This design comes from an exercise in tuning for small area, a short achievable clock period and few clock cycles on the open sky130 flow, not from production work. Only simulation tests tie the RTL to the original design; equivalence was not proved.

### flow/config.mk
export PLATFORM = sky130hd
export DESIGN_NAME = exec_stage_md
export DESIGN_NICKNAME = exec_stage_md
export VERILOG_FILES = /design/flow/design.v
export SDC_FILE = /design/flow/constraint.sdc
export NUM_CORES = 4
export LEC_CHECK = 0
export CAP_MARGIN = 20
export CORE_MARGIN = 2
export CORE_UTILIZATION = 50
export SETUP_SLACK_MARGIN = 2.0
export SLEW_MARGIN = 20
### flow/constraint.sdc
create_clock -name core_clock -period 11.5 [get_ports {clk}]
set_input_delay 2.3000 -clock core_clock [delete_from_list [all_inputs] [get_ports {clk}]]
set_output_delay 2.3000 -clock core_clock [all_outputs]
set_load 0.01 [all_outputs]
### flow/design.v
`default_nettype none
module lzc32 (
    input  wire logic [31:0] x,
    output      logic [5:0]  z
);
    logic [15:0] v1; logic [15:0]      p1;
    logic [7:0]  v2; logic [7:0][1:0]  p2;
    logic [3:0]  v3; logic [3:0][2:0]  p3;
    logic [1:0]  v4; logic [1:0][3:0]  p4;
    always_comb begin
        for (int i = 0; i < 16; i++) begin
            v1[i] = x[2*i+1] | x[2*i];
            p1[i] = ~x[2*i+1];
        end
        for (int i = 0; i < 8; i++) begin
            v2[i] = v1[2*i+1] | v1[2*i];
            p2[i] = v1[2*i+1] ? {1'b0, p1[2*i+1]} : {1'b1, p1[2*i]};
        end
        for (int i = 0; i < 4; i++) begin
            v3[i] = v2[2*i+1] | v2[2*i];
            p3[i] = v2[2*i+1] ? {1'b0, p2[2*i+1]} : {1'b1, p2[2*i]};
        end
        for (int i = 0; i < 2; i++) begin
            v4[i] = v3[2*i+1] | v3[2*i];
            p4[i] = v3[2*i+1] ? {1'b0, p3[2*i+1]} : {1'b1, p3[2*i]};
        end
        if (v4[1])      z = {2'b00, p4[1]};
        else if (v4[0]) z = {2'b01, p4[0]};
        else            z = 6'd32;
    end
endmodule
module bk_add #(parameter int W = 33) (
    input  wire logic [W-1:0] a, b,
    input  wire logic         ci,
    output      logic [W-1:0] s,
    output      logic         co
);
    localparam int L = $clog2(W);
    logic [W-1:0] p, G, P;
    always_comb begin
        p = a ^ b;
        G = a & b;
        P = p;
        G[0] = G[0] | (p[0] & ci);
        for (int l = 0; l < L; l++)
            for (int i = (2 << l) - 1; i < W; i += (2 << l)) begin
                G[i] = G[i] | (P[i] & G[i - (1 << l)]);
                P[i] = P[i] & P[i - (1 << l)];
            end
        for (int l = L - 2; l >= 0; l--)
            for (int i = 3 * (1 << l) - 1; i < W; i += (2 << l)) begin
                G[i] = G[i] | (P[i] & G[i - (1 << l)]);
                P[i] = P[i] & P[i - (1 << l)];
            end
        s  = p ^ {G[W-2:0], ci};
        co = G[W-1];
    end
endmodule
module booth_macc (
    input  wire logic [32:0] m,
    input  wire logic [8:0]  c,
    input  wire logic [32:0] h,
    output      logic [39:0] o
);
    logic [10:0]        cx;
    logic signed [41:0] pp [0:4];
    logic [41:0]        negs;
    always_comb begin
        cx   = {c[8], c, 1'b0};
        negs = '0;
        for (int i = 0; i < 5; i++) begin
            logic b0, b1, b2, one, two, neg;
            logic [33:0] mi;
            b0  = cx[2*i]; b1 = cx[2*i+1]; b2 = cx[2*i+2];
            one = b0 ^ b1;
            two = (b2 & ~b1 & ~b0) | (~b2 & b1 & b0);
            neg = b2 & ~(b1 & b0);
            mi  = one ? {m[32], m} : two ? {m, 1'b0} : 34'd0;
            mi  = neg ? ~mi : mi;
            pp[i] = $signed(42'($signed(mi))) <<< (2*i);
            negs[2*i] = neg;
        end
    end
    logic signed [41:0] s;
    assign s = pp[0] + pp[1] + pp[2] + pp[3] + pp[4] + 42'($signed(h)) + $signed(negs);
    assign o = s[39:0];
endmodule
module ex_alu (
    input  wire logic [4:0]  alu_ctrl,
    input  wire logic        sel_a_pc,
    input  wire logic        sel_b_imm,
    input  wire logic        tgt_rs1,
    input  wire logic [31:0] rd1,
    input  wire logic [31:0] rd2,
    input  wire logic [31:0] pc,
    input  wire logic [31:0] imm,
    input  wire logic [1:0]  fwd_a,
    input  wire logic [1:0]  fwd_b,
    input  wire logic [31:0] result_w,
    input  wire logic [31:0] alu_result_m,
    output      logic [31:0] rs1,
    output      logic [31:0] rs2,
    output      logic [31:0] alu_out,
    output      logic [31:0] pc_tgt
);
    logic [31:0] alu_a, alu_b;
    always_comb begin
        case (fwd_a)
            2'b01:   rs1 = result_w;
            2'b10:   rs1 = alu_result_m;
            default: rs1 = rd1;
        endcase
        case (fwd_b)
            2'b01:   rs2 = result_w;
            2'b10:   rs2 = alu_result_m;
            default: rs2 = rd2;
        endcase
    end
    assign alu_a = sel_a_pc  ? pc  : rs1;
    assign alu_b = sel_b_imm ? imm : rs2;
    logic        do_sub;
    logic [32:0] sum;
    logic        lt_u, lt_s, eq;
    assign do_sub = (alu_ctrl != 5'd0);
    assign sum    = {1'b0, alu_a} + {1'b0, alu_b ^ {32{do_sub}}} + {32'd0, do_sub};
    assign lt_u   = ~sum[32];
    assign lt_s   = (alu_a[31] ^ alu_b[31]) ? alu_a[31] : sum[31];
    assign eq     = (alu_a == alu_b);
    logic        is_sll;
    logic [31:0] sh_in, sh_out, sh_rev;
    logic [4:0]  shamt;
    assign is_sll = (alu_ctrl[2:0] == 3'd2);
    assign shamt  = alu_b[4:0];
    always_comb begin
        for (int i = 0; i < 32; i++) sh_in[i] = is_sll ? alu_a[31-i] : alu_a[i];
    end
    assign sh_out = 32'($signed({alu_ctrl[0] & alu_a[31], sh_in}) >>> shamt);
    always_comb begin
        for (int i = 0; i < 32; i++) sh_rev[i] = sh_out[31-i];
    end
    always_comb begin
        case (alu_ctrl)
            5'd0, 5'd1:   alu_out = sum[31:0];
            5'd2:         alu_out = sh_rev;
            5'd3, 5'd12:  alu_out = {31'd0, lt_s};
            5'd4, 5'd14:  alu_out = {31'd0, lt_u};
            5'd5:         alu_out = alu_a ^ alu_b;
            5'd6, 5'd7:   alu_out = sh_out;
            5'd8:         alu_out = alu_a | alu_b;
            5'd9:         alu_out = alu_a & alu_b;
            5'd10:        alu_out = {31'd0, eq};
            5'd11:        alu_out = {31'd0, ~eq};
            5'd13:        alu_out = {31'd0, ~lt_s};
            5'd15:        alu_out = {31'd0, ~lt_u};
            5'd16:        alu_out = alu_b;
            default:      alu_out = 32'd0;
        endcase
    end
    logic [31:0] tgt_sum;
    assign tgt_sum = (tgt_rs1 ? rs1 : pc) + imm;
    assign pc_tgt  = {tgt_sum[31:1], tgt_sum[0] & ~tgt_rs1};
endmodule
module exec_stage_md (
    input  wire logic        clk,
    input  wire logic        rst_n,
    input  wire logic        in_valid,
    output      logic        in_ready,
    input  wire logic        flush,
    input  wire logic        md_en,
    input  wire logic [2:0]  md_op,
    input  wire logic [4:0]  alu_ctrl,
    input  wire logic        jump,
    input  wire logic        branch,
    input  wire logic        sel_a_pc,
    input  wire logic        sel_b_imm,
    input  wire logic        tgt_rs1,
    input  wire logic [31:0] rd1,
    input  wire logic [31:0] rd2,
    input  wire logic [31:0] pc,
    input  wire logic [31:0] imm,
    input  wire logic [1:0]  fwd_a,
    input  wire logic [1:0]  fwd_b,
    input  wire logic [31:0] result_w,
    input  wire logic [31:0] alu_result_m,
    output      logic        out_valid,
    input  wire logic        out_ready,
    output      logic [31:0] result,
    output      logic [31:0] write_data,
    output      logic [31:0] pc_target,
    output      logic        redirect,
    output      logic        stall_o
);
    logic [31:0] rs1, rs2, alu_out, pc_tgt;
    ex_alu u_alu (
        .alu_ctrl(alu_ctrl), .sel_a_pc(sel_a_pc), .sel_b_imm(sel_b_imm), .tgt_rs1(tgt_rs1),
        .rd1(rd1), .rd2(rd2), .pc(pc), .imm(imm), .fwd_a(fwd_a), .fwd_b(fwd_b),
        .result_w(result_w), .alu_result_m(alu_result_m),
        .rs1(rs1), .rs2(rs2), .alu_out(alu_out), .pc_tgt(pc_tgt)
    );
    typedef enum logic [1:0] {
        S_IDLE = 2'd0,
        S_MUL  = 2'd1,
        S_DIV  = 2'd2,
        S_DONE = 2'd3
    } state_t;
    state_t      state_q, state_d;
    logic [2:0]  op_q;
    logic [3:0]  cnt_q;
    logic [1:0]  jm1_q;
    logic [31:0] B_q, H_q, BL_q;
    logic        bneg_q, neg_q_q, neg_r_q, swap_q, norm_q;
    logic [4:0]  s_q;
    logic [31:0] pct_q;
    logic live, is_idle;
    assign live    = rst_n & ~flush;
    assign is_idle = (state_q == S_IDLE);
    logic [2:0]  mop;
    logic        ma_sgn, mb_sgn;
    assign mop    = is_idle ? md_op : op_q;
    assign ma_sgn = (mop[1:0] == 2'd1) | (mop[1:0] == 2'd2);
    assign mb_sgn = (mop[1:0] == 2'd1);
    logic       in_ma_sgn;
    logic [1:0] in_jm1;
    logic       ext8, ext16, ext24;
    assign in_ma_sgn = (md_op[1:0] == 2'd1) | (md_op[1:0] == 2'd2);
    assign ext8  = (rs1[31:8]  == 24'd0);
    assign ext16 = (rs1[31:16] == {16{in_ma_sgn & rs1[15]}});
    assign ext24 = (rs1[31:24] == {8{in_ma_sgn & rs1[23]}});
    assign in_jm1 = ext8 ? 2'd0 : ext16 ? 2'd1 : ext24 ? 2'd2 : 2'd3;
    logic               m_last;
    logic [31:0]        m_b_src, m_h_src;
    logic [7:0]         m_c_src;
    logic [32:0] m_b, m_h;
    logic [8:0]  m_c;
    logic [39:0] m_sum;
    assign m_last  = ~is_idle & (cnt_q[1:0] == jm1_q);
    assign m_b_src = is_idle ? rs2      : B_q;
    assign m_c_src = is_idle ? rs1[7:0] : BL_q[7:0];
    assign m_h_src = is_idle ? 32'd0    : H_q;
    assign m_b     = {mb_sgn & m_b_src[31], m_b_src};
    assign m_h     = {mb_sgn & m_h_src[31], m_h_src};
    assign m_c     = {ma_sgn & m_last & m_c_src[7], m_c_src};
    booth_macc u_macc (.m(m_b), .c(m_c), .h(m_h), .o(m_sum));
    logic        d_sgn, a_neg, b_neg, d_zero, q_zero, b_one, d_fast;
    logic [31:0] a_mag, a_x, b_x;
    logic [5:0]  za_x, za, zb;
    logic [6:0]  s_raw;
    logic [5:0]  s_amt;
    logic [63:0] n_sh;
    logic [31:0] h_in, bl_in;
    assign d_sgn  = ~md_op[0];
    assign a_neg  = d_sgn & rs1[31];
    assign b_neg  = d_sgn & rs2[31];
    assign a_mag  = a_neg ? -rs1 : rs1;
    assign a_x    = rs1 ^ {32{a_neg}};
    assign b_x    = rs2 ^ {32{b_neg}};
    assign d_zero = (rs2 == 32'd0);
    assign b_one  = (rs2 == 32'd1) | (d_sgn & (rs2 == 32'hFFFF_FFFF));
    assign d_fast = q_zero | d_zero | b_one;
    lzc32 u_lza (.x(a_x), .z(za_x));
    lzc32 u_lzb (.x(b_x), .z(zb));
    assign za     = za_x - {5'd0, a_neg};
    assign q_zero = (zb < za);
    assign s_raw  = 7'd31 + {1'b0, za} - {1'b0, zb};
    assign s_amt  = d_fast ? 6'd32 : (s_raw[6] ? 6'd0 : {s_raw[5:1], 1'b0});
    assign n_sh   = {32'd0, H_q} << s_q;
    assign h_in   = norm_q ? n_sh[63:32] : H_q;
    assign bl_in  = norm_q ? n_sh[31:0]  : BL_q;
    logic [32:0] dv;
    logic [33:0] t1, t2;
    logic        q1, q2;
    logic [31:0] r1, r2;
    assign dv = {1'b1, B_q ^ {32{~bneg_q}}};
    bk_add #(33) u_t1 (.a({h_in, bl_in[31]}), .b(dv), .ci(~bneg_q), .s(t1[32:0]), .co(t1[33]));
    assign q1 = t1[33];
    assign r1 = q1 ? t1[31:0] : {h_in[30:0], bl_in[31]};
    bk_add #(33) u_t2 (.a({r1, bl_in[30]}), .b(dv), .ci(~bneg_q), .s(t2[32:0]), .co(t2[33]));
    assign q2 = t2[33];
    assign r2 = q2 ? t2[31:0] : {r1[30:0], bl_in[30]};
    logic accept;
    assign accept = is_idle & in_valid & md_en;
    always_comb begin
        state_d = state_q;
        case (state_q)
            S_IDLE: if (in_valid && md_en)
                        state_d = md_op[2] ? (d_fast ? S_DONE : S_DIV)
                                           : ((in_jm1 == 2'd0) ? S_DONE : S_MUL);
            S_MUL:  if (m_last) state_d = S_DONE;
            S_DIV:  if (cnt_q == 4'd0) state_d = S_DONE;
            S_DONE: if (out_ready) state_d = S_IDLE;
            default: state_d = S_IDLE;
        endcase
        if (flush) state_d = S_IDLE;
    end
    always_ff @(posedge clk or negedge rst_n) begin
        if (!rst_n) state_q <= S_IDLE;
        else        state_q <= state_d;
    end
    always_ff @(posedge clk) begin
        case (state_q)
            S_IDLE: if (in_valid && md_en) begin
                op_q   <= md_op;
                B_q    <= rs2;
                pct_q  <= pc_tgt;
                if (md_op[2]) begin
                    H_q     <= a_mag;
                    BL_q    <= {32{d_zero}};
                    s_q     <= s_amt[4:0];
                    norm_q  <= 1'b1;
                    cnt_q   <= ~s_amt[4:1];
                    jm1_q   <= 2'd3;
                    bneg_q  <= b_neg;
                    neg_q_q <= (a_neg ^ b_neg) & ~d_zero;
                    neg_r_q <= a_neg;
                    swap_q  <= b_one;
                end else begin
                    H_q   <= m_sum[39:8];
                    BL_q  <= {m_sum[7:0], rs1[31:8]};
                    cnt_q <= 4'd1;
                    jm1_q <= in_jm1;
                end
            end
            S_MUL: begin
                H_q   <= m_sum[39:8];
                BL_q  <= {m_sum[7:0], BL_q[31:8]};
                cnt_q <= cnt_q + 4'd1;
            end
            S_DIV: begin
                H_q    <= r2;
                BL_q   <= {bl_in[29:0], q1, q2};
                cnt_q  <= cnt_q - 4'd1;
                norm_q <= 1'b0;
            end
            default: ;
        endcase
    end
    logic        is_div, sel_hi, neg_res, p_ext;
    logic [2:0]  k;
    logic [95:0] v;
    logic [31:0] md_raw, md_res;
    assign is_div  = op_q[2];
    assign sel_hi  = is_div ? (op_q[1] ^ swap_q) : (op_q[1:0] != 2'd0);
    assign neg_res = is_div & (op_q[1] ? neg_r_q : neg_q_q);
    assign p_ext   = ~is_div & H_q[31]
                   & ((op_q[1:0] == 2'd1) | ((op_q[1:0] == 2'd2) & (jm1_q != 2'd0)));
    assign k       = {sel_hi, ~jm1_q};
    assign v       = {{32{p_ext}}, H_q, BL_q};
    assign md_raw  = v[{k, 3'b000} +: 32];
    assign md_res  = (md_raw ^ {32{neg_res}}) + {31'd0, neg_res};
    logic is_done;
    assign is_done = (state_q == S_DONE);
    assign in_ready   = is_idle;
    assign out_valid  = live & (is_idle ? (in_valid & ~md_en) : is_done);
    assign redirect   = live & is_idle & in_valid & ~md_en & (jump | (branch & alu_out[0]));
    assign stall_o    = live & ~is_idle & ~(is_done & out_ready);
    assign result     = is_idle ? alu_out : md_res;
    assign write_data = is_idle ? rs2     : B_q;
    assign pc_target  = is_idle ? pc_tgt  : pct_q;
endmodule
`default_nettype wire
### flow/flow/run.sh
#!/bin/bash
# Standard layout, except that the port buffers are buf_2 cells rather
# than the delay-buffer cells buffer_ports picks by default.
set -euo pipefail
export BUFFER_PORTS_ARGS="-buffer_cell sky130_fd_sc_hd__buf_2"
bash standard.sh > standard_flow.log 2>&1
### flow/standard.sh
#!/bin/bash
# synth_recipe.tcl (not shown) runs the flow's synth.tcl, then flattens the netlist and writes it again
# the make line also repeats each setting of config.mk as NAME=value (left out here)
make -C /OpenROAD-flow-scripts/flow DESIGN_CONFIG=/design/flow/config.mk WORK_HOME=/design/flow/orfs CLKGATE_MAP_FILE= SYNTH_SCRIPT=/design/flow/synth_recipe.tcl "${@:-finish}"
==> results.toml, run 1 <==
[synthesis]
syn_avg_cell_area_um2 = 7.64
syn_area_um2 = 38300
yosysUniqueCellTypes = 99
synth_seq_area_share = 0.116
ys.warnings.count = 6
synth_enable_flop_cells = 146
synthArstFlopShare = 0.0135
ys.flop_type = "edfxtp_1"
synthCells = 5017
synth.net_count = 5705
ys_seq_elements = 148

[worst_setup_path]
crit_start = "fwd_a[1]"
r2r_cells = 31
rrSetupSlack_ps = 2540
critPathArrivalTime_ps = 7160
crit_end = "pc_target[31]"
reg2reg_to = "H_q[22]"
cp.required_ps = 9200
crit_type = "in -> out"
setup.worst_path.end_class = "output port"
crit_slowest_cell = "o21ai_0"
cp_max_fo = 19
worst_path_largest_cell_delay_ps = 1000
reg2reg_from = "s_q[1]"
startpoint_type = "input pin"
worstPathCellList = "buf_2 -> inv_1 -> ha_4 -> buf_6 -> a22oi_1 -> o21ai_0 -> mux2_2 -> ha_1 -> a21o_1 -> a21oi_1 -> o211ai_1 -> o32a_1 -> o41ai_4 -> or3_1 -> a21oi_1 -> o21a_1 -> nor2_1 -> xnor2_1 -> mux2_2 -> buf_2"

[routing]
viasPerCell = 6.76
drc_errors = 0
dr_wl_met3_um = 22500
ant_nets = 0
drt-initial-drc-count = 5965
routed_wl_um = 189000
drt_first_pass_iters = 7
wl_per_cell_um = 30.1
wl_met2_um = 80000
top_layer = "met5"
wl_met1_um = 68800
via_count = 42400

[clocking]
path_clk_slew_ps = 70
clock_sinks = 148
clock_latency_ps = 500
root_buffer = "clkbuf_16"
cts_tree = "done"
cts_buffer_depth = 2
ctsHoldBuffers = 0
cts_htree_levels = 4
cts_buffers = 17

[place]
place_hpwl_um = 149000
pre_cts_slack_ps = 457
io_buffers = 314
place_area_um2 = 41100
gp_congestion = 1.04
place_inst = 6175

[timing]
hold_ws_ps = 575
fmax_ghz = 0.106
rsz0062_at_grt = "yes"
finalSetupViolCount = 0
hold_violations = 0
tns_ps = 0
relSlewSlack = 0.164
tightest_slew_ps = 1240
finClkSkew_ps = 18.5
setup_ws_ps = 2040
drv_slew = 0
fin_crit_ps = 9460
fin_crit_sh = 0.822

[global_routing]
grt_overflow = 0
track_usage = 0.463
grt_pass1_vias = 39500
grt_antenna_before_repair = 9
grt_pass1_wl_um = 267000
grt_max_degree = 81

[worst_hold_path]
hold_path_class = "reg -> reg"

[layout]
areaGrowthSynthToFinish_pct = 12.5
utilization = 0.568
post-route-cell-area_um2 = 43100
layout_commonest_cell = "nand2_1"
drive_gt1_frac = 0.164
nets = 5916
fin_cells = 6277
mostFrequentLayoutCells = "nand2_1, inv_1, a21oi_1, nor2_1, o21ai_0"

[floorplan]
fp.dieW_um = 281
start_util = 0.504
io_pins = 315
std_cell_rows = 101
core_um2 = 75900
dieHeight_um = 281
dieArea_um2 = 78900

[job]
cap_viol_max_count = 0

[run_status]
status = "finished clean"
==> final cells by class <==
cell class	instances	area [um2]
fill	7328	32800
multi-input combinational	4096	31700
sequential	148	4430
timing repair buffer	526	3450
inverter	438	1660
tap	1030	1290
clock buffer	18	429
clock inverter	14	158
antenna	6	15.0
timing repair inverter	1	7.51
==> critical path: cells and delay by family <==
family,cells,cell delay [ps]
adder cells (fa/ha/maj),2,520
AND/OR/NAND/NOR,2,490
buffers and inverters,4,570
AO/OA/AOI/OAI,9,2420
XOR/XNOR,1,140
multiplexers,2,680
==> how the worst min path moves through the flow <==
stage | startpoint | to | cells past startpoint
2_1_floorplan | state_q[1] | state_q[1] | 2
3_3_place_gp | state_q[0] | state_q[0] | 2
3_5_place_dp | state_q[1] | state_q[1] | 2
4_1_cts | state_q[1] | state_q[1] | 2
5_1_grt | state_q[1] | state_q[1] | 2
6_report | state_q[1] | state_q[1] | 2
==> synth_stat cells, types with 20 or more instances <==
library cell  count  share of area
o31ai_1          21         0.0041
a21o_1           69          0.014
mux4_2           48          0.028
nand2b_1         49         0.0080
nand3_1          67         0.0088
nand4_1          32         0.0052
a21oi_1         430          0.056
buf_2            37         0.0048
mux2_2           89          0.026
o211ai_1         51          0.010
a221o_1          43          0.011
o221ai_1         25         0.0057
ha_1            300          0.098
o21bai_1         20         0.0039
o21ai_0         366          0.048
o22ai_1          62          0.010
edfxtp_1        146           0.11
mux2i_1         196          0.051
xnor2_1         324          0.074
a31oi_1          55         0.0090
a22oi_1         102          0.020
a221oi_1         41         0.0094
buf_1            42         0.0041
fa_1            173          0.090
a211oi_1         63          0.012
inv_1           430          0.042
clkbuf_1        250          0.024
a32oi_1          22         0.0050
nor2_1          349          0.034
nand2_1         457          0.045
xor2_1           59          0.013
nor4_1           28         0.0046
nor2b_1          68          0.011
o21ai_1          25         0.0033
and3_1           23         0.0038
o21a_1           53          0.010
nor3_1          157          0.021
==> flip-flops by register name, summed over array words and instances (netlist names) <==
name,cells
norm_q,1
state_q,2
pct_q,32
s_q,4
jm1_q,2
neg_r_q,1
bneg_q,1
B_q,32
BL_q,32
cnt_q,4
swap_q,1
op_q,3
H_q,32
neg_q_q,1
==> per-layer routing <==
metal | vias to the layer above | GRT usage
li1 | 18600 | -
met1 | 20200 | 0.568
met2 | 2979 | 0.698
met3 | 716 | 0.117
met4 | 4 | 0.354
met5 | - | 0
==> what timing repair did <==
| item | in CTS | in global routing |
|---|---|---|
| buffers inserted | 19 | 37 |
| pin swaps | 6 | 27 |
| cloned | 2 | 6 |
| setup endpoints to repair | 65 | 47 |
| gates resized for setup | 60 | 136 |
==> kinds of logic (layout without fill, tap and decap cells) <==
family	count (synthesis)	in the layout	share of synthesized area
xor+xnor	383	383	0.0876
compound gates	1581	1581	0.265
simple gates	1323	1323	0.159
mux	334	335	0.106
fa+ha+maj	473	473	0.188
flops	148	148	0.116
buf+inv	774	997	0.0777
other cells	1	7	0.0000979
Testbench counts, summed over its fixed seeds: cycles 7,586.
==> inputs of run 2 (changes only) <==
--- a/flow/config.mk
+++ b/flow/config.mk
@@ -9,4 +9,5 @@
 export CORE_MARGIN = 2
 export CORE_UTILIZATION = 50
-export SETUP_SLACK_MARGIN = 2.0
+export SETUP_SLACK_MARGIN = 2.5
 export SLEW_MARGIN = 20
+export TNS_END_PERCENT = 0
==> run 2 against run 1 <==
Net effect: setup slack better by 27 ps; still clean; sequential share of layout area hardly changed; first-iteration DRC count is 0.80% lower; via count hardly changed; critical endpoint is now result[29]; die area stayed put; area after synthesis stayed put.
==> results.toml, run 2 <==
[synthesis]
yosysUniqueCellTypes = 99
synth.net_count = 5705
synthTopCellsByCount = "nand2_1, a21oi_1, inv_1, o21ai_0, nor2_1"
ys.warnings.count = 6
ys_seq_elements = 148
yosysMostFrequentCell = "nand2_1"
synthArstFlopShare = 0.0135
synth_top_area_frac = 0.114
synthTopCellsByArea = "edfxtp_1, ha_1, fa_1, xnor2_1, a21oi_1"
synthCells = 5017
synth_seq_area_share = 0.116
synth_enable_flop_cells = 146
ys.flop_type = "edfxtp_1"
syn_area_um2 = 38300
syn_avg_cell_area_um2 = 7.64
synth_top_cell_by_area = "edfxtp_1"

[worst_setup_path]
crit_slowest_cell = "or3b_2"
cp.required_ps = 9200
startpoint_type = "input pin"
critPathArrivalTime_ps = 7130
worstPathCellList = "buf_2 -> or3b_2 -> nor2_1 -> buf_4 -> a221o_1 -> o2bb2ai_1 -> mux2i_1 -> o21ai_0 -> mux2i_2 -> o22ai_1 -> a221oi_1 -> o21ai_0 -> a22o_1 -> buf_2"
cp_max_fo = 30
setup.worst_path.end_class = "output port"
crit_type = "in -> out"
worst_path_largest_cell_delay_ps = 800

[routing]
drc_errors = 0
viasPerCell = 6.77
ant_nets = 0
routed_wl_um = 189000
drt_first_pass_iters = 8
wl_per_cell_um = 30.2
drt-initial-drc-count = 5917
via_count = 42500

[layout]
mostFrequentLayoutCells = "nand2_1, a21oi_1, inv_1, nor2_1, o21ai_0"
layout_commonest_cell = "nand2_1"
nets = 5903
drive_gt1_frac = 0.163
areaGrowthSynthToFinish_pct = 12.1

[timing]
hold_violations = 0
rsz0062_at_grt = "yes"
fmax_ghz = 0.106
relSlewSlack = 0.136
tightest_slew_ps = 1300
tns_ps = 0
fin_crit_sh = 0.820
fin_crit_ps = 9430
finClkSkew_ps = 28.2
drv_slew = 0
hold_ws_ps = 589
finalSetupViolCount = 0

[global_routing]
grt_pass1_vias = 39600
grt_antenna_before_repair = 16
track_usage = 0.467
grt_overflow = 0
grt_pass1_wl_um = 269000
grt_max_degree = 77

[clocking]
root_buffer = "clkbuf_16"
cts_tree = "done"
path_clk_slew_ps = 70
clock_sinks = 148
clock_latency_ps = 500
cts_buffer_depth = 2
cts_htree_levels = 4
cts_buffers = 17

[place]
place_hpwl_um = 149000
gp_congestion = 1.05
io_buffers = 314

[floorplan]
core_um2 = 75900
fp.dieW_um = 281
start_util = 0.504
dieArea_um2 = 78900
std_cell_rows = 101
io_pins = 315
dieHeight_um = 281

[worst_hold_path]
hold_path_class = "reg -> reg"

[run_status]
status = "finished clean"

[job]
cap_viol_max_count = 0
==> run 2: cell counts after synthesis <==
No cell type changed its count.
==> run 2: worst paths after layout <==
kind | from | to | slack (ps) | cells past startpoint
worst max-delay path | alu_ctrl[1] | result[29] | 2070 | 14
worst min-delay path | state_q[0] | state_q[0] | 590 | 2
worst max register to register | s_q[1] | H_q[22] | 2380 | 34
worst min register to register | state_q[0] | state_q[0] | 590 | 2
max in group asynchronous | rst_n | state_q[1] | 9690 | 1
min in group asynchronous | rst_n | state_q[0] | 1640 | 1
==> run 2: area by class of cell <==
type,instances,area [um2]
Antenna cell,11,27.5
Clock buffer,17,425
Clock inverter,15,206
Fill cell,7376,33000
Inverter,438,1650
Multi-Input combinational cell,4096,31600
Sequential cell,148,4430
Tap cell,1030,1290
Timing Repair Buffer,514,3280
==> run 2: per-stage QoR <==
step / utilization / std cells / area (um2) / worst slack, ps
6_report: 0.565 / 6269 / 42900 / 2070
5_1_grt: 0.565 / 6266 / 42900 / 2080
4_1_cts: 0.560 / 6241 / 42500 / 2330
3_5_place_dp: 0.543 / 6175 / 41200 / 1030
3_3_place_gp: 0.543 / 6175 / 41200 / 1130
2_1_floorplan: - / 5017 / 38600 / 2490
==> run 2: logic make-up after synthesis <==
kind of cell / synth area share
and+or+nand+nor: 0.159
adders and majority gates: 0.188
AOI/OAI and AO/OA: 0.265
DFF: 0.116
buffers and inverters: 0.0777
other: 0.0000979
xor gates and xnor gates: 0.0876
muxes: 0.106
==> run 2: repair_timing <==
item,4_1_cts,5_1_grt
setup buffers,33,17
pin swaps,16,5
endpoints found under the setup margin,78,72
hold buffers,0,0
resized for setup,94,46
cloned,1,0
==> run 2: critical path: cells and delay by family <==
family | cells | cell delay, ps
buffers and inverters | 3 | 830
AOI/OAI and AO/OA | 7 | 2320
and+or+nand+nor | 2 | 980
muxes | 2 | 690
==> run 2: per-layer routing <==
layer	GRT usage	vias to the layer above	part of all wire
met3	0.116	670	0.12
met5	0.0169	-	0.0016
met1	0.575	20100	0.36
met2	0.708	3070	0.43
li1	-	18600	-
met4	0.341	8	0.088
==> inputs of run 3 (changes only) <==
--- a/flow/config.mk
+++ b/flow/config.mk
@@ -6,7 +6,9 @@
 export NUM_CORES = 4
 export LEC_CHECK = 0
+export ABC_AREA = 1
 export CAP_MARGIN = 20
 export CORE_MARGIN = 2
 export CORE_UTILIZATION = 50
+export PLACE_DENSITY = 0.75
 export SETUP_SLACK_MARGIN = 2.5
 export SLEW_MARGIN = 20
==> run 3 against run 2 <==
Net effect: critical path type unchanged; clock skew fell by 13 ps; final cell count increased by 19%; sequential cell count unchanged; area after synthesis grew 1.1%; core utilization fell by 0.96 points.
==> results.toml, run 3 <==
[run_status]
status = "finished clean"

[routing]
wl_per_cell_um = 27.9
drt_first_pass_iters = 14
drt-initial-drc-count = 7704
routed_wl_um = 208000
via_count = 47700
ant_nets = 0
viasPerCell = 6.40
drc_errors = 0

[synthesis]
ys.flop_type = "edfxtp_1"
synth_top_area_frac = 0.147
synthTopCellsByArea = "nand2_1, edfxtp_1, o21ai_0, ha_1, fa_1"
synthCells = 6224
syn_avg_cell_area_um2 = 6.23
syn_area_um2 = 38700
synth.net_count = 6912
synthTopCellsByCount = "nand2_1, inv_1, o21ai_0, nand3_1, nor2_1"
ys_seq_elements = 148
synthArstFlopShare = 0.0135
yosysMostFrequentCell = "nand2_1"
yosysUniqueCellTypes = 74
synth_top_cell_by_area = "nand2_1"
synth_enable_flop_cells = 146
synth_seq_area_share = 0.114
ys.warnings.count = 6

[floorplan]
io_pins = 315
fp.dieW_um = 282
start_util = 0.503
std_cell_rows = 102
core_um2 = 77100
dieHeight_um = 282
dieArea_um2 = 79700

[worst_setup_path]
cp_max_fo = 48
cp.required_ps = 9200
reg2reg_to = "H_q[31]"
rrSetupSlack_ps = 3070
setup.worst_path.end_class = "output port"
crit_type = "in -> out"
critPathArrivalTime_ps = 6660
startpoint_type = "input pin"
reg2reg_from = "state_q[0]"
r2r_cells = 30

[timing]
rsz0062_at_grt = "yes"
fin_crit_sh = 0.780
fmax_ghz = 0.112
hold_violations = 0
tns_ps = 0
finClkSkew_ps = 15.0
fin_crit_ps = 8960
tightest_slew_ps = 1260
relSlewSlack = 0.152
finalSetupViolCount = 0
drv_slew = 0

[global_routing]
grt_overflow = 0
grt_antenna_before_repair = 15
track_usage = 0.506
grt_pass1_vias = 43000
grt_max_degree = 98
grt_pass1_wl_um = 291000

[layout]
fillCellCount = 8028
nets = 7065
layout_commonest_cell = "nand2_1"
drive_gt1_frac = 0.116
areaGrowthSynthToFinish_pct = 10.5
mostFrequentLayoutCells = "nand2_1, inv_1, o21ai_0, nand3_1, nor2_1"
utilization = 0.556

[place]
io_buffers = 314
place_hpwl_um = 167000
gp_congestion = 1.09

[worst_hold_path]
hold_path_class = "reg -> reg"
holdPathEnd = "state_q[0]"
worstHoldStart = "state_q[0]"
hold_depth = 2

[job]
cap_viol_max_count = 0

[clocking]
cts_htree_levels = 4
cts_buffer_depth = 2
cts_tree = "done"
cts_buffers = 17
path_clk_slew_ps = 80
root_buffer = "clkbuf_16"
clock_sinks = 148
clock_latency_ps = 520
==> run 3: changes by cell type in the layout (fill, tap and decap cells not counted), sizes merged, moves of 58 or more <==
cell,before,now
a22oi,102,24
xor2,59,263
nor2,349,407
o21ai,393,826
a21oi,432,333
mux2i,197,11
nand2,458,1528
nand3,67,534
nor3,157,48
nor2b,68,1
buf,514,432
xnor2,324,67
mux2,90,0
inv,440,802
==> run 3: cell type report <==
| cell class | count | area (um2) | area share |
|---|---|---|---|
| sequential | 148 | 4430 | 0.104 |
| antenna | 12 | 30.0 | 0.000701 |
| inverter | 807 | 3100 | 0.0723 |
| multi-input combinational | 4965 | 30700 | 0.718 |
| timing repair buffer | 435 | 2610 | 0.0609 |
| clock inverter | 14 | 163 | 0.00380 |
| timing repair inverter | 3 | 25.0 | 0.000584 |
| clock buffer | 18 | 439 | 0.0103 |
| tap | 1040 | 1300 | 0.0304 |
==> run 3: worst max-delay path by stage <==
stage	start	slack, ps	to	depth (start not counted)
finish	sel_b_imm	2540	result[0]	19
global route	sel_b_imm	2420	redirect	20
CTS	fwd_a[1]	2420	H_q[28]	40
detailed placement	fwd_a[1]	1140	H_q[28]	38
global placement	fwd_a[1]	1120	H_q[27]	35
floorplan	fwd_a[0]	2650	H_q[27]	32
==> run 3: per-stage QoR <==
stage                     cells  area [um2]  setup WS [ps]  hold slack (ps)
after global placement     7372       41200           1120              563
after floorplan            6224       38700           2650              529
after detailed placement   7372       41200           1140              573
after CTS                  7410       42100           2420              591
after global routing       7435       42800           2420              631
final                      7442       42800           2540              597
==> run 3: repair_timing <==
item                       CTS  global route
setup buffers                4            14
cloned                       2             5
resized for setup           93           149
setup endpoints to repair   77            75
hold buffers                 0             0
pin swaps                    5            15
==> run 3: cells by family after synthesis <==
kind of cell,count (synthesis),synth area share
buffers and inverters,1112,0.112
XOR/XNOR,330,0.0750
AO/OA/AOI/OAI,1490,0.218
adder cells (fa/ha/maj),473,0.186
flip-flops,148,0.114
other,1,0.0000968
AND/OR/NAND/NOR,2659,0.292
multiplexers,11,0.00284
==> run 3: metal layers <==
| layer | wire, um | global-route usage |
|---|---|---|
| met1 | 75100 | 0.623 |
| met2 | 84000 | 0.736 |
| met3 | 29200 | 0.163 |
| met4 | 19000 | 0.374 |
| met5 | 326 | 0.0250 |
==> run 3: worst max-delay path: stages <==
cell and delay [ps]:
buf_2 220, clkinvlp_4 400, buf_6 360, o21ai_0 950, xor2_1 150, ha_1 420
nand2_1 150, inv_1 100, nand3_1 100, nor2_1 60, a2111oi_0 450, nand3_1 180
nand3_1 170, nand2_1 70, nand2_1 60, nand3_1 140, nand2_1 90, o21ai_1 80
buf_2 160
==> inputs of run 4 (changes only) <==
--- a/flow/config.mk
+++ b/flow/config.mk
@@ -10,5 +10,4 @@
 export CORE_MARGIN = 2
 export CORE_UTILIZATION = 50
-export PLACE_DENSITY = 0.75
 export SETUP_SLACK_MARGIN = 2.5
 export SLEW_MARGIN = 20
==> run 4 against run 3 <==
Net effect: register-to-register slack got worse by 250 ps; final cell count is essentially flat; core utilization shrank 0.42 points; setup slack got worse by 84 ps; clock skew grew 15 ps; via count fell by 2.4%; clock-buffer cell count is 1 lower; critical path depth is 2 higher; routed wire length fell by 6.4%.
==> results.toml, run 4 <==
[run_status]
status = "finished clean"

[timing]
fin_crit_ps = 9050
fin_crit_sh = 0.787
rsz0062_at_grt = "yes"
finClkSkew_ps = 29.6
fmax_ghz = 0.111
relSlewSlack = 0.146
drv_slew = 0
tns_ps = 0
tightest_slew_ps = 1270
hold_violations = 0
finalSetupViolCount = 0

[worst_hold_path]
holdPathEnd = "state_q[0]"
worstHoldStart = "state_q[0]"
hold_depth = 2
hold_path_class = "reg -> reg"

[layout]
mostFrequentLayoutCells = "nand2_1, inv_1, o21ai_0, nand3_1, nor2_1"
nets = 7071
drive_gt1_frac = 0.110
areaGrowthSynthToFinish_pct = 9.70
layout_commonest_cell = "nand2_1"

[floorplan]
fp.dieW_um = 282
dieArea_um2 = 79700
core_um2 = 77100
std_cell_rows = 102
start_util = 0.503
io_pins = 315
dieHeight_um = 282

[global_routing]
track_usage = 0.474
grt_antenna_before_repair = 7
grt_pass1_wl_um = 277000
grt_max_degree = 96
grt_overflow = 0
grt_pass1_vias = 42600

[synthesis]
synth_top_cell_by_area = "nand2_1"
ys.warnings.count = 6
synthCells = 6224
synth_seq_area_share = 0.114
synthTopCellsByCount = "nand2_1, inv_1, o21ai_0, nand3_1, nor2_1"
synth.net_count = 6912
yosysUniqueCellTypes = 74
synth_top_area_frac = 0.147
synth_enable_flop_cells = 146
syn_area_um2 = 38700
synthTopCellsByArea = "nand2_1, edfxtp_1, o21ai_0, ha_1, fa_1"
syn_avg_cell_area_um2 = 6.23
ys_seq_elements = 148
synthArstFlopShare = 0.0135
yosysMostFrequentCell = "nand2_1"
ys.flop_type = "edfxtp_1"

[worst_setup_path]
crit_slowest_cell = "inv_1"
startpoint_type = "input pin"
worstPathCellList = "buf_2 -> inv_1 -> ha_4 -> inv_16 -> buf_6 -> nand3_1 -> o21ai_1 -> inv_1 -> nand2_1 -> nand3_1 -> nand3_1 -> nand3_1 -> nand3_1 -> o21ai_0 -> o21ai_0 -> nand2_1 -> nand3_1 -> nand4_1 -> nand2_1 -> o21ai_0 -> buf_2"
critical_path.top_delay_family = "buffers and inverters"
crit_type = "in -> out"
cp_max_fo = 42
r2r_cells = 35
worst_path_largest_cell_delay_ps = 560
cp.required_ps = 9200
cpMostUsedCell = "nand3_1"
rrSetupSlack_ps = 2820
critPathArrivalTime_ps = 6750
reg2reg_to = "H_q[31]"
setup.worst_path.end_class = "output port"
reg2reg_from = "state_q[0]"
timing.critical_path.buf_inv = 6

[clocking]
cts_htree_levels = 4
clock_latency_ps = 520
ctsHoldBuffers = 0
cts_buffers = 17
path_clk_slew_ps = 70
root_buffer = "clkbuf_16"
cts_buffer_depth = 2
clock_sinks = 148
cts_tree = "done"

[place]
place_hpwl_um = 156000
io_buffers = 314
gp_congestion = 1.08

[routing]
ant_nets = 0
via_count = 46500
wl_per_cell_um = 26.1
viasPerCell = 6.26
routed_wl_um = 194000
drt-initial-drc-count = 6727
drt_first_pass_iters = 8
drc_errors = 0

[job]
cap_viol_max_count = 0
run 4: worst max-delay path by stage:
stage                     startpoint          to  depth (start not counted)  slack, ps
final                       fwd_a[0]  result[11]                         21       2450
after CTS                   fwd_b[0]  result[24]                         26       2400
after floorplan             fwd_a[0]     H_q[27]                         32       2650
after global routing        fwd_b[0]  result[24]                         29       2310
after global placement      fwd_a[0]     H_q[28]                         37       1400
after detailed placement    fwd_a[0]     H_q[27]                         34       1380
run 4: metrics by stage:
step,hold WS [ps],util,setup slack (ps),cell area (um2),instances
floorplan,529,-,2650,38700,6224
global placement,572,0.535,1400,41200,7379
detailed placement,575,0.535,1380,41200,7379
CTS,589,0.544,2400,41900,7412
global route,629,0.551,2310,42500,7436
finish,590,0.551,2450,42500,7440
run 4: layer usage:
layer | routed length, um | part of all wire | track usage
met2 | 81000 | 0.42 | 0.715
met3 | 22600 | 0.12 | 0.115
met5 | 35 | 0.00018 | 0
met4 | 19000 | 0.098 | 0.371
met1 | 71700 | 0.37 | 0.579
run 4: cells by family (layout without fill, tap and decap cells):
family | count (synthesis) | count (layout) | share of synthesized area
buffers and inverters | 1112 | 1282 | 0.112
DFF | 148 | 148 | 0.114
other | 1 | 6 | 0.0000968
AOI/OAI and AO/OA | 1490 | 1491 | 0.218
and+or+nand+nor | 2659 | 2659 | 0.292
adders and majority gates | 473 | 473 | 0.186
xor gates and xnor gates | 330 | 330 | 0.0750
muxes | 11 | 11 | 0.00284
run 4: area by class of cell:
type	instances	area (um2)
diodes	5	12.5
clock buffers	17	425
clock inverters	14	150
fillers	8069	34600
inverters	807	3100
multi-input cells	4965	30400
flip-flops and latches	148	4430
well taps	1040	1300
repair buffers	441	2610
repair inverters	3	21.3
run 4: worst register-to-register path, delay by kind of cell, from the launching register on:
family	cells	cell delay (ps)
xor gates and xnor gates	1	200
buffers and inverters	10	2530
adders and majority gates	6	2870
AOI/OAI and AO/OA	5	920
DFF	1	420
and+or+nand+nor	13	1490
run 4: what timing repair did:
item	CTS	global route
pin swaps	2	9
setup endpoints to repair	78	74
gates resized for setup	58	117
buffers inserted	2	18
cloned	0	4
==> inputs of run 5 (changes only) <==
--- a/flow/config.mk
+++ b/flow/config.mk
@@ -10,5 +10,5 @@
 export CORE_MARGIN = 2
 export CORE_UTILIZATION = 50
-export SETUP_SLACK_MARGIN = 2.5
+export SETUP_SLACK_MARGIN = 3.0
 export SLEW_MARGIN = 20
 export TNS_END_PERCENT = 0
==> run 5 against run 4 <==
Net effect: first-iteration DRC count rose by 11%; final cell count increased by 1.1%; largest cell class unchanged; register-to-register slack gained 480 ps; maximum frequency is 4.2% higher; clock-buffer cell count unchanged; sequential share of layout area is 0.51 points lower; still clean on timing, DRC and antenna.
==> results.toml, run 5 <==
[run_status]
status = "finished clean"

[timing]
finalSetupViolCount = 0
fin_crit_sh = 0.755
finClkSkew_ps = 23.5
hold_ws_ps = 607
hold_violations = 0
fin_crit_ps = 8680
drv_slew = 0
fmax_ghz = 0.115
tightest_slew_ps = 1270
rsz0062_at_grt = "yes"
tns_ps = 0
relSlewSlack = 0.145
setup_ws_ps = 2820

[layout]
layout_commonest_cell = "nand2_1"
drive_gt1_frac = 0.149
utilization = 0.580
fillCellCount = 7813
areaGrowthSynthToFinish_pct = 15.4
mostFrequentLayoutCells = "nand2_1, inv_1, o21ai_0, nand3_1, nor2_1"
multi_input_area_um2 = 31800
seq_area_um2 = 4430
post-route-cell-area_um2 = 44700
nets = 7150

[synthesis]
synthCells = 6224
synth.net_count = 6912
yosysUniqueCellTypes = 74
synth_seq_area_share = 0.114
syn_avg_cell_area_um2 = 6.23
ys_seq_elements = 148
synthTopCellsByArea = "nand2_1, edfxtp_1, o21ai_0, ha_1, fa_1"
syn_area_um2 = 38700
synth_top_area_frac = 0.147
synth_enable_flop_cells = 146
ys.warnings.count = 6
ys.flop_type = "edfxtp_1"
yosysMostFrequentCell = "nand2_1"
synthTopCellsByCount = "nand2_1, inv_1, o21ai_0, nand3_1, nor2_1"
synthArstFlopShare = 0.0135
synth_top_cell_by_area = "nand2_1"

[clocking]
clock_latency_ps = 520
path_clk_slew_ps = 80
root_buffer = "clkbuf_16"
clock_sinks = 148
cts_buffers = 17
cts_htree_levels = 4
cts_tree = "done"
cts_buffer_depth = 2
ctsHoldBuffers = 0

[worst_hold_path]
holdPathEnd = "state_q[0]"
worstHoldStart = "state_q[0]"
hold_depth = 2
hold_path_class = "reg -> reg"

[global_routing]
grt_max_degree = 99
track_usage = 0.480
grt_overflow = 0
grt_antenna_before_repair = 6
grt_pass1_wl_um = 280000
grt_pass1_vias = 42700

[worst_setup_path]
cp_max_fo = 22
startpoint_type = "input pin"
critPathArrivalTime_ps = 6380
setup.worst_path.end_class = "output port"
reg2reg_from = "norm_q"
r2r_cells = 39
rrSetupSlack_ps = 3300
reg2reg_to = "H_q[3]"
crit_type = "in -> out"
cp.required_ps = 9200

[floorplan]
io_pins = 315
std_cell_rows = 102
dieArea_um2 = 79700
start_util = 0.503
dieHeight_um = 282
fp.dieW_um = 282
core_um2 = 77100

[routing]
routed_wl_um = 201000
drt_first_pass_iters = 7
viasPerCell = 6.33
ant_nets = 0
drc_errors = 0
drt-initial-drc-count = 7493
via_count = 47600
wl_per_cell_um = 26.7

[place]
io_buffers = 314
pre_cts_slack_ps = 1130
gp_congestion = 1.07
place_hpwl_um = 157000
place_area_um2 = 41200

[job]
cap_viol_max_count = 0
[run 5: what timing repair did]
item                       in CTS  in global routing
buffers inserted               14                 78
gates resized for setup       188                311
gates cloned                    7                 13
pin swaps                       9                 58
setup endpoints to repair      92                 89
hold endpoints to repair        0                  0
[run 5: per-layer routing]
metal	vias to the layer above	part of all wire	global-route usage
li1	21200	-	-
met5	-	0.00021	0
met4	8	0.098	0.378
met2	3619	0.42	0.719
met1	22000	0.36	0.590
met3	836	0.13	0.117
[run 5: kinds of logic (layout without fill, tap and decap cells)]
logic type | after synthesis | count (layout) | synth area share
and+or+nand+nor | 2659 | 2662 | 0.292
AOI/OAI and AO/OA | 1490 | 1492 | 0.218
buffers and inverters | 1112 | 1358 | 0.112
adders and majority gates | 473 | 473 | 0.186
xor gates and xnor gates | 330 | 330 | 0.0750
DFF | 148 | 148 | 0.114
muxes | 11 | 11 | 0.00284
other | 1 | 6 | 0.0000968
[run 5: area by class of cell]
class,count,area share
sequential,148,0.0992
timing repair inverter,12,0.00258
inverter,807,0.0705
timing repair buffer,507,0.0742
antenna,5,0.000280
tap,1040,0.0291
clock inverter,15,0.00414
clock buffer,17,0.00952
multi-input combinational,4969,0.710
[run 5: metrics by stage]
step	instances
final	7520
after global routing	7515
after CTS	7424
after detailed placement	7371
after global placement	7370
after floorplan	6224
[run 5: critical path, stage by stage]
cell      delay, ps
buf_2           120
inv_1            90
ha_4            210
buf_4           180
inv_8           140
buf_12          210
nand3_1         250
o21ai_4         220
o21a_1          320
inv_1           140
ha_1            420
a21oi_1         200
o21ai_0         170
a221oi_1        340
o21a_1          250
nand2_1          70
nand2_1          50
nand4_1          80
nor2_1          130
nand3_1         150
nand2_1          90
o21ai_1          60
buf_2           150
[run 5: worst max-delay path by stage]
stage                   from   endpoint  slack (ps)  depth (start not counted)
floorplan           fwd_a[0]    H_q[28]        3000                         40
finish              fwd_a[0]  result[0]        2820                         23
global placement    fwd_a[0]    H_q[28]        1260                         35
detailed placement  fwd_a[0]    H_q[24]        1130                         37
global route        fwd_b[0]   redirect        2760                         27
CTS                 fwd_a[0]    H_q[24]        2850                         37
==> inputs of run 6 (changes only) <==
==> flow/flow/run.sh (replaced) <==
#!/bin/bash
# Standard layout, except that the port buffers are buf_1 cells rather
# than the delay-buffer cells buffer_ports picks by default.
set -euo pipefail
export BUFFER_PORTS_ARGS="-buffer_cell sky130_fd_sc_hd__buf_1"
bash standard.sh > standard_flow.log 2>&1
--- a/flow/config.mk
+++ b/flow/config.mk
@@ -10,5 +10,5 @@
 export CORE_MARGIN = 2
 export CORE_UTILIZATION = 50
-export SETUP_SLACK_MARGIN = 3.0
+export SETUP_SLACK_MARGIN = 2.5
 export SLEW_MARGIN = 20
 export TNS_END_PERCENT = 0
==> run 6 against run 5 <==
Net effect: sequential cell count stayed put; critical path depth is 1 lower; final area is 5.2% lower; largest cell class unchanged; non-clock buffer count is 72 lower; first-iteration DRC count is 2.6% lower; clock-buffer cell count stayed put; critical endpoint is now redirect; routed wire length is 2.5% lower; sequential share of layout area is 0.54 points higher; still clean.
==> results.toml, run 6 <==
[synthesis]
synthTopCellsByArea = "nand2_1, edfxtp_1, o21ai_0, ha_1, fa_1"
synth.net_count = 6912
synthTopCellsByCount = "nand2_1, inv_1, o21ai_0, nand3_1, nor2_1"
synth_enable_flop_cells = 146
synthCells = 6224
yosys.area_share.simple = 0.292
yosysMostFrequentCell = "nand2_1"
synthArstFlopShare = 0.0135
yosysUniqueCellTypes = 74
ys.flop_type = "edfxtp_1"
ys_seq_elements = 148
synth_top_family_by_area = "simple AND/OR/NAND/NOR gates"
synth_mux_area_frac = 0.00284
syn_area_um2 = 38700
synth_top_cell_by_area = "nand2_1"
synth_top_area_frac = 0.147
synthXorXnorAreaFrac = 0.0750
ys.warnings.count = 6
syn_avg_cell_area_um2 = 6.23
synth_seq_area_share = 0.114
synthAdderAreaFrac = 0.186
synth-compound-area-share = 0.218

[global_routing]
grt_pass1_vias = 42800
grt_max_degree = 171
grt_overflow = 0
grt_antenna_before_repair = 11
grt_pass1_wl_um = 279000
track_usage = 0.476

[place]
pre_cts_slack_ps = 1340
place_area_um2 = 40800
io_buffers = 314
place_hpwl_um = 157000
gp_congestion = 1.08

[layout]
mostFrequentLayoutCells = "nand2_1, inv_1, o21ai_0, nand3_1, nor2_1"
drive_gt1_frac = 0.0634
multi_input_area_um2 = 30600
fillCellCount = 8129
nets = 7065
layout_commonest_cell = "nand2_1"
areaGrowthSynthToFinish_pct = 9.39
seq_area_um2 = 4430
post-route-cell-area_um2 = 42400

[worst_setup_path]
cp_max_fo = 21
cp.required_ps = 9200
crit_start = "fwd_a[0]"
reg2reg_from = "s_q[1]"
startpoint_type = "input pin"
setup.worst_path.end_class = "output port"
critPathArrivalTime_ps = 6750
crit_type = "in -> out"

[timing]
hold_violations = 0
fin_crit_sh = 0.787
finClkSkew_ps = 23.9
rsz0062_at_grt = "yes"
fmax_ghz = 0.110
finalSetupViolCount = 0
tightest_slew_ps = 1170
tns_ps = 0
setup_ws_ps = 2450
relSlewSlack = 0.215
drv_slew = 0
fin_crit_ps = 9050

[floorplan]
std_cell_rows = 102
dieHeight_um = 282
start_util = 0.503
core_um2 = 77100
dieArea_um2 = 79700
fp.dieW_um = 282
io_pins = 315

[job]
cap_viol_max_count = 0

[run_status]
status = "finished clean"

[clocking]
root_buffer = "clkbuf_16"
cts_htree_levels = 4
cts_buffers = 17
cts_tree = "done"
cts_buffer_depth = 2
clock_sinks = 148
clock_latency_ps = 500
path_clk_slew_ps = 60

[worst_hold_path]
hold_path_class = "reg -> reg"
worstHoldStart = "state_q[0]"

[routing]
wl_per_cell_um = 26.4
drt_first_pass_iters = 7
via_count = 46800
viasPerCell = 6.29
routed_wl_um = 196000
drt-initial-drc-count = 7298
ant_nets = 0
drc_errors = 0
==> run 6: metal layers <==
layer / part of all wire / global-route usage / vias to the layer above
met5: 0.000061 / 0 / -
li1: - / - / 21000
met1: 0.37 / 0.592 / 21700
met4: 0.094 / 0.369 / 2
met3: 0.12 / 0.104 / 732
met2: 0.42 / 0.716 / 3336
==> run 6: through the flow <==
stage | hold WS (ps) | instances | util
global route | 625 | 7435 | 0.550
detailed placement | 572 | 7370 | 0.529
global placement | 556 | 7370 | 0.529
floorplan | 529 | 6224 | -
finish | 591 | 7440 | 0.550
CTS | 586 | 7404 | 0.539
==> run 6: cell families after synthesis <==
logic type | after synthesis
simple gates | 2659
compound gates | 1490
buf+inv | 1112
fa+ha+maj | 473
xor+xnor | 330
flops | 148
mux | 11
other cells | 1
==> run 6: final cells by class <==
cell class / instances / share of cell area
Timing Repair inverter: 4 / 0.00103
Multi-Input combinational cell: 4964 / 0.722
Sequential cell: 148 / 0.105
Clock buffer: 17 / 0.0100
Tap cell: 1040 / 0.0307
Timing Repair Buffer: 435 / 0.0537
Clock inverter: 15 / 0.00393
Inverter: 807 / 0.0735
Antenna cell: 10 / 0.000590
==> run 6: worst paths after layout <==
| path | to | slack, ps | cells after the start |
|---|---|---|---|
| setup / recovery | redirect | 2450 | 22 |
| hold / removal | state_q[0] | 590 | 2 |
| setup reg to reg | H_q[13] | 2910 | 39 |
| hold reg to reg | state_q[0] | 590 | 2 |
| max in group asynchronous | state_q[0] | 9500 | 1 |
| min in group asynchronous | state_q[1] | 1720 | 1 |
==> run 6: worst max-delay path, cell delays in order <==
cell,delay [ps]
buf_1,150
inv_1,100
ha_4,360
clkinv_16,130
o21ai_1,600
inv_1,480
nand2_1,270
nand2_1,190
ha_1,420
a21oi_1,220
o21a_1,200
nor2_1,60
a2111oi_2,300
nand2_1,100
nand2_1,80
nand3_1,160
nand2_1,100
nand2_1,50
nand3_1,100
nand2_1,60
a21oi_1,130
buf_1,180
==> run 6: repair_timing <==
| action | in CTS | in global routing |
|---|---|---|
| setup buffers | 2 | 20 |
| gates resized for setup | 74 | 158 |
| hold buffers | 0 | 0 |
| pin swaps | 2 | 12 |
| endpoints found under the setup margin | 74 | 75 |
| gates cloned | 0 | 6 |
==> inputs of run 7 (changes only) <==
--- a/flow/config.mk
+++ b/flow/config.mk
@@ -10,5 +10,5 @@
 export CORE_MARGIN = 2
 export CORE_UTILIZATION = 50
-export SETUP_SLACK_MARGIN = 2.5
+export SETUP_SLACK_MARGIN = 2.75
 export SLEW_MARGIN = 20
 export TNS_END_PERCENT = 0
==> run 7 against run 6 <==
Net effect: still clean; clock skew down 3.5 ps; first-iteration DRC count down 9.3%; critical path depth down 2; clock-buffer cell count up 1; die area unchanged; area after synthesis unchanged; synthesized cell count unchanged; global-route usage down 0.091 points; maximum frequency up 2.8%; sequential cell count unchanged; largest cell class unchanged; highest routed layer unchanged.
==> results.toml, run 7 <==
[run_status]
status = "finished clean"

[worst_setup_path]
cp.required_ps = 9200
rrSetupSlack_ps = 3130
critPathArrivalTime_ps = 6500
crit_type = "in -> out"
reg2reg_to = "H_q[31]"
setup.worst_path.end_class = "output port"
r2r_cells = 30
cp_max_fo = 32
startpoint_type = "input pin"
reg2reg_from = "state_q[0]"

[synthesis]
synth_enable_flop_cells = 146
yosysUniqueCellTypes = 74
syn_area_um2 = 38700
synth_seq_area_share = 0.114
ys_seq_elements = 148
yosysMostFrequentCell = "nand2_1"
synthTopCellsByCount = "nand2_1, inv_1, o21ai_0, nand3_1, nor2_1"
syn_avg_cell_area_um2 = 6.23
ys.flop_type = "edfxtp_1"
ys.warnings.count = 6
synthTopCellsByArea = "nand2_1, edfxtp_1, o21ai_0, ha_1, fa_1"
synthArstFlopShare = 0.0135
synth_top_area_frac = 0.147
synth.net_count = 6912
synthCells = 6224
synth_top_cell_by_area = "nand2_1"

[clocking]
clock_sinks = 148
cts_buffers = 17
ctsHoldBuffers = 0
cts_htree_levels = 4
clock_latency_ps = 520
cts_buffer_depth = 2
cts_tree = "done"
root_buffer = "clkbuf_16"
path_clk_slew_ps = 80

[global_routing]
track_usage = 0.475
grt_pass1_wl_um = 278000
grt_pass1_vias = 42500
grt_overflow = 0
grt_antenna_before_repair = 5
grt_max_degree = 96

[timing]
rsz0062_at_grt = "yes"
tns_ps = 0
fin_crit_ps = 8800
setup_ws_ps = 2700
drv_slew = 0
finClkSkew_ps = 20.3
hold_violations = 0
tightest_slew_ps = 1160
finalSetupViolCount = 0
relSlewSlack = 0.217
fin_crit_sh = 0.765
fmax_ghz = 0.114

[routing]
wl_per_cell_um = 26.3
viasPerCell = 6.29
drt_first_pass_iters = 7
drt-initial-drc-count = 6622
drc_errors = 0
ant_nets = 0
via_count = 47000
routed_wl_um = 196000

[job]
cap_viol_max_count = 0

[place]
gp_congestion = 1.10
place_hpwl_um = 157000
io_buffers = 314
pre_cts_slack_ps = 1270

[floorplan]
start_util = 0.503
fp.dieW_um = 282
io_pins = 315
std_cell_rows = 102
dieArea_um2 = 79700
dieHeight_um = 282
core_um2 = 77100

[layout]
areaGrowthSynthToFinish_pct = 11.0
fillCellCount = 8125
mostFrequentLayoutCells = "nand2_1, inv_1, o21ai_0, nand3_1, nor2_1"
drive_gt1_frac = 0.0762
nets = 7093
layout_commonest_cell = "nand2_1"

[worst_hold_path]
worstHoldStart = "state_q[0]"
hold_path_class = "reg -> reg"
holdPathEnd = "state_q[0]"
hold_depth = 2
==> run 7: how the worst max path moves through the flow <==
stage                        start    endpoint  depth (start not counted)
after floorplan           fwd_a[0]     H_q[27]                         37
after global placement    fwd_a[0]     H_q[19]                         34
after detailed placement  fwd_a[0]     H_q[19]                         34
after CTS                 fwd_a[0]  result[29]                         24
after global routing      fwd_b[1]  result[24]                         28
final                     fwd_b[1]   result[2]                         20
==> run 7: area by class of cell <==
| cell class | count | area (um2) | share of cell area |
|---|---|---|---|
| antenna | 4 | 10.0 | 0.000233 |
| clock buffer | 18 | 439 | 0.0102 |
| clock inverter | 14 | 143 | 0.00332 |
| inverter | 807 | 3120 | 0.0726 |
| multi-input combinational | 4965 | 31000 | 0.720 |
| sequential | 148 | 4430 | 0.103 |
| tap | 1040 | 1300 | 0.0303 |
| timing repair buffer | 459 | 2540 | 0.0591 |
| timing repair inverter | 7 | 53.8 | 0.00125 |
==> run 7: kinds of logic (layout without fill, tap and decap cells) <==
family / Yosys count / after routing / synth area share
xor gates and xnor gates: 330 / 330 / 0.0750
muxes: 11 / 11 / 0.00284
adders and majority gates: 473 / 473 / 0.186
DFF: 148 / 148 / 0.114
and+or+nand+nor: 2659 / 2660 / 0.292
buffers and inverters: 1112 / 1305 / 0.112
AOI/OAI and AO/OA: 1490 / 1490 / 0.218
other: 1 / 5 / 0.0000968
==> run 7: what timing repair did <==
item,in CTS,in global routing
gates resized for setup,125,186
setup endpoints to repair,89,86
pin swaps,5,23
cloned,1,11
setup buffers,8,23
==> run 7: critical path, stage by stage <==
cell,delay [ps]
buf_1,120
inv_1,110
ha_4,250
buf_4,240
nand2_1,70
nand3_1,110
o21ai_4,100
inv_2,150
nand2_1,120
nand2_1,220
buf_4,400
clkinvlp_2,720
nand2_1,320
nand3_1,130
nand3_1,170
nand3_1,120
nand3_1,180
a21oi_1,140
o22ai_1,300
buf_1,190
==> run 7: through the flow <==
step / cell area [um2] / util / hold WS [ps] / std cells
after CTS: 41900 / 0.544 / 594 / 7423
after detailed placement: 40900 / 0.530 / 575 / 7382
after floorplan: 38800 / - / 529 / 6224
after global routing: 43000 / 0.558 / 627 / 7461
final: 43000 / 0.558 / 592 / 7462
after global placement: 40900 / 0.530 / 575 / 7382
==> run 7: metal layers <==
metal  routed length (um)  up-vias  global-route usage
li1                     -    21100                   -
met5                   14        -                   0
met2                81100     3431               0.704
met4                19300        2               0.388
met3                23700      772               0.110
met1                72000    21700               0.589
==> inputs of run 8 (changes only) <==
--- a/flow/config.mk
+++ b/flow/config.mk
@@ -9,5 +9,5 @@
 export CAP_MARGIN = 20
 export CORE_MARGIN = 2
-export CORE_UTILIZATION = 50
+export CORE_UTILIZATION = 56
 export SETUP_SLACK_MARGIN = 2.75
 export SLEW_MARGIN = 20
==> run 8 against run 7 <==
Net effect: sequential share of layout area about the same; final cell count decreased by 1.3%; still clean on timing, DRC and antenna; sequential cell count did not move; via count increased by 2.9%.
==> results.toml, run 8 <==
[run_status]
status = "finished clean"

[clocking]
path_clk_slew_ps = 80
cts_tree = "done"
clock_sinks = 148
root_buffer = "clkbuf_16"
cts_buffer_depth = 2
clock_latency_ps = 510

[floorplan]
dieHeight_um = 267
core_um2 = 68600
io_pins = 315
start_util = 0.565
std_cell_rows = 96

[place]
place_hpwl_um = 152000

[routing]
ant_nets = 0
wl_per_cell_um = 26.4
viasPerCell = 6.56
drt_first_pass_iters = 10
via_count = 48300
drc_errors = 0

[layout]
post-route-cell-area_um2 = 43000
drive_gt1_frac = 0.0804
fillCellCount = 6539
areaGrowthSynthToFinish_pct = 11.0
mostFrequentLayoutCells = "nand2_1, inv_1, o21ai_0, nand3_1, nor2_1"
utilization = 0.627
nets = 7108
layout_commonest_cell = "nand2_1"

[global_routing]
grt_pass1_wl_um = 276000
grt_overflow = 0
grt_antenna_before_repair = 4
grt_max_degree = 98
track_usage = 0.523
grt_pass1_vias = 43900

[synthesis]
synth_seq_area_share = 0.114
synth_top_family_by_area = "simple AND/OR/NAND/NOR gates"
synthAdderAreaFrac = 0.186
yosysUniqueCellTypes = 74
synth_enable_flop_cells = 146
synth_mux_area_frac = 0.00284
yosys.area_share.simple = 0.292
synthTopCellsByArea = "nand2_1, edfxtp_1, o21ai_0, ha_1, fa_1"
ys.warnings.count = 6
synth_top_cell_by_area = "nand2_1"
synth_top_area_frac = 0.147
yosysMostFrequentCell = "nand2_1"
syn_avg_cell_area_um2 = 6.23
synthCells = 6224
synth.net_count = 6912
synthXorXnorAreaFrac = 0.0750

[timing]
tns_ps = 0
tightest_slew_ps = 1310
finClkSkew_ps = 22.9
fin_crit_ps = 8800
rsz0062_at_grt = "yes"
hold_ws_ps = 631
finalSetupViolCount = 0
fin_crit_sh = 0.765
relSlewSlack = 0.117

[job]
cap_viol_max_count = 0

[worst_setup_path]
crit_type = "in -> out"
critPathArrivalTime_ps = 6500
cp.required_ps = 9200

[worst_hold_path]
hold_path_class = "reg -> reg"
==> run 8: cell count changes in the layout (fill, tap and decap cells not counted), sizes merged, moves of 3 or more <==
cell,before,now
clkinvlp,9,6
inv,800,803
diode,4,1
buf,447,465
clkbuf,30,26
==> run 8: final cells by class <==
class                      count  area (um2)  area share
antenna                        1        2.50   0.0000582
clock buffer                  17         425     0.00989
clock inverter                15         180     0.00419
inverter                     807        3110      0.0722
multi-input combinational   4966       31000       0.721
sequential                   148        4430       0.103
tap                          931        1160      0.0271
timing repair buffer         474        2630      0.0612
timing repair inverter         6        58.8     0.00137
==> run 8: worst max-delay path, stage by stage <==
cell      delay (ps)
clkbuf_2         120
inv_1             70
ha_4             380
inv_8             90
buf_16           170
nand3_1           80
o21ai_0           90
buf_4            170
inv_1            130
nand2_1           90
o21ai_2          220
xor2_1           210
ha_2             340
nand2_1          140
inv_1             50
a21oi_1          280
o21ai_0          160
a21oi_1          130
nand2_1          130
nand2_1          120
nand2_1           90
or2_2            280
nand3_1           70
nand4_1          200
nand2_1          130
nand2_1           70
buf_1            140
==> run 8: metrics by stage <==
stage          std cells  setup WS, ps
2_1_floorplan       6224          2770
3_3_place_gp        7264          1500
3_5_place_dp        7264          1360
4_1_cts             7305          2630
5_1_grt             7364          2550
6_report            7365          2700
==> run 8: kinds of logic after synthesis <==
kind of cell	Yosys count
muxes	11
DFF	148
xor gates and xnor gates	330
other	1
adders and majority gates	473
buffers and inverters	1112
and+or+nand+nor	2659
AOI/OAI and AO/OA	1490
==> run 8: path summary, 6_finish.rpt <==
check / startpoint / to / slack, ps / cells after the start
setup / recovery: fwd_b[0] / result[21] / 2700 / 27
hold / removal: state_q[0] / state_q[0] / 630 / 2
setup reg to reg: s_q[1] / H_q[12] / 3000 / 39
hold reg to reg: state_q[0] / state_q[0] / 630 / 2
max in group asynchronous: rst_n / state_q[0] / 9510 / 1
min in group asynchronous: rst_n / state_q[1] / 1690 / 1
==> run 8: metal layers <==
| metal | up-vias | wire length, um | track usage |
|---|---|---|---|
| li1 | 21100 | - | - |
| met1 | 21800 | 65900 | 0.639 |
| met2 | 4288 | 78200 | 0.763 |
| met3 | 1121 | 27300 | 0.121 |
| met4 | 0 | 22900 | 0.476 |
| met5 | - | 0 | 0 |
==> run 8: repair_timing <==
action                                  4_1_cts  5_1_grt
buffers inserted                              5       51
cloned                                        4        7
endpoints found under the setup margin       86       85
pin swaps                                     6       32
gates resized for setup                     136      202

-- port drivers added, routing unchanged --
The results above use ideal ports. As a check the final layouts listed here were re-extracted and re-timed, cells and wires unchanged.
Step 1: set_driving_cell puts a clkbuf_16 on clk and a buf_2 on each other input, an assumption about the parent block.
Step 2 moves the port delays by t, midway between the first and last clock arrival at a register: inputs arrive t later, outputs are due t later. That takes back most of the time a late clock gives input paths.
Slacks: ideal ports / drivers / drivers and shift; pairs: ideal ports / drivers.
run	t, ns	setup WS [ns]	latest minus earliest clock arrival (ns)
run 1	0.567	2.042 / 2.021 / 1.678	0.019 / 0.019
run 2	0.570	2.069 / 2.049 / 1.779	0.034 / 0.034
run 3	0.595	2.535 / 2.506 / 2.142	0.015 / 0.015
run 4	0.590	2.451 / 2.430 / 2.069	0.030 / 0.030
run 5	0.587	2.818 / 2.800 / 2.441	0.024 / 0.024
run 6	0.565	2.448 / 2.426 / 2.029	0.025 / 0.025
run 7	0.584	2.698 / 2.677 / 2.277	0.021 / 0.022
run 8	0.575	2.701 / 2.678 / 2.291	0.023 / 0.023
After both steps setup and hold are still met in every run listed. For run 7, which loses most, drivers alone change the setup slack by -0.021 ns; drivers and shift together by -0.421 ns.
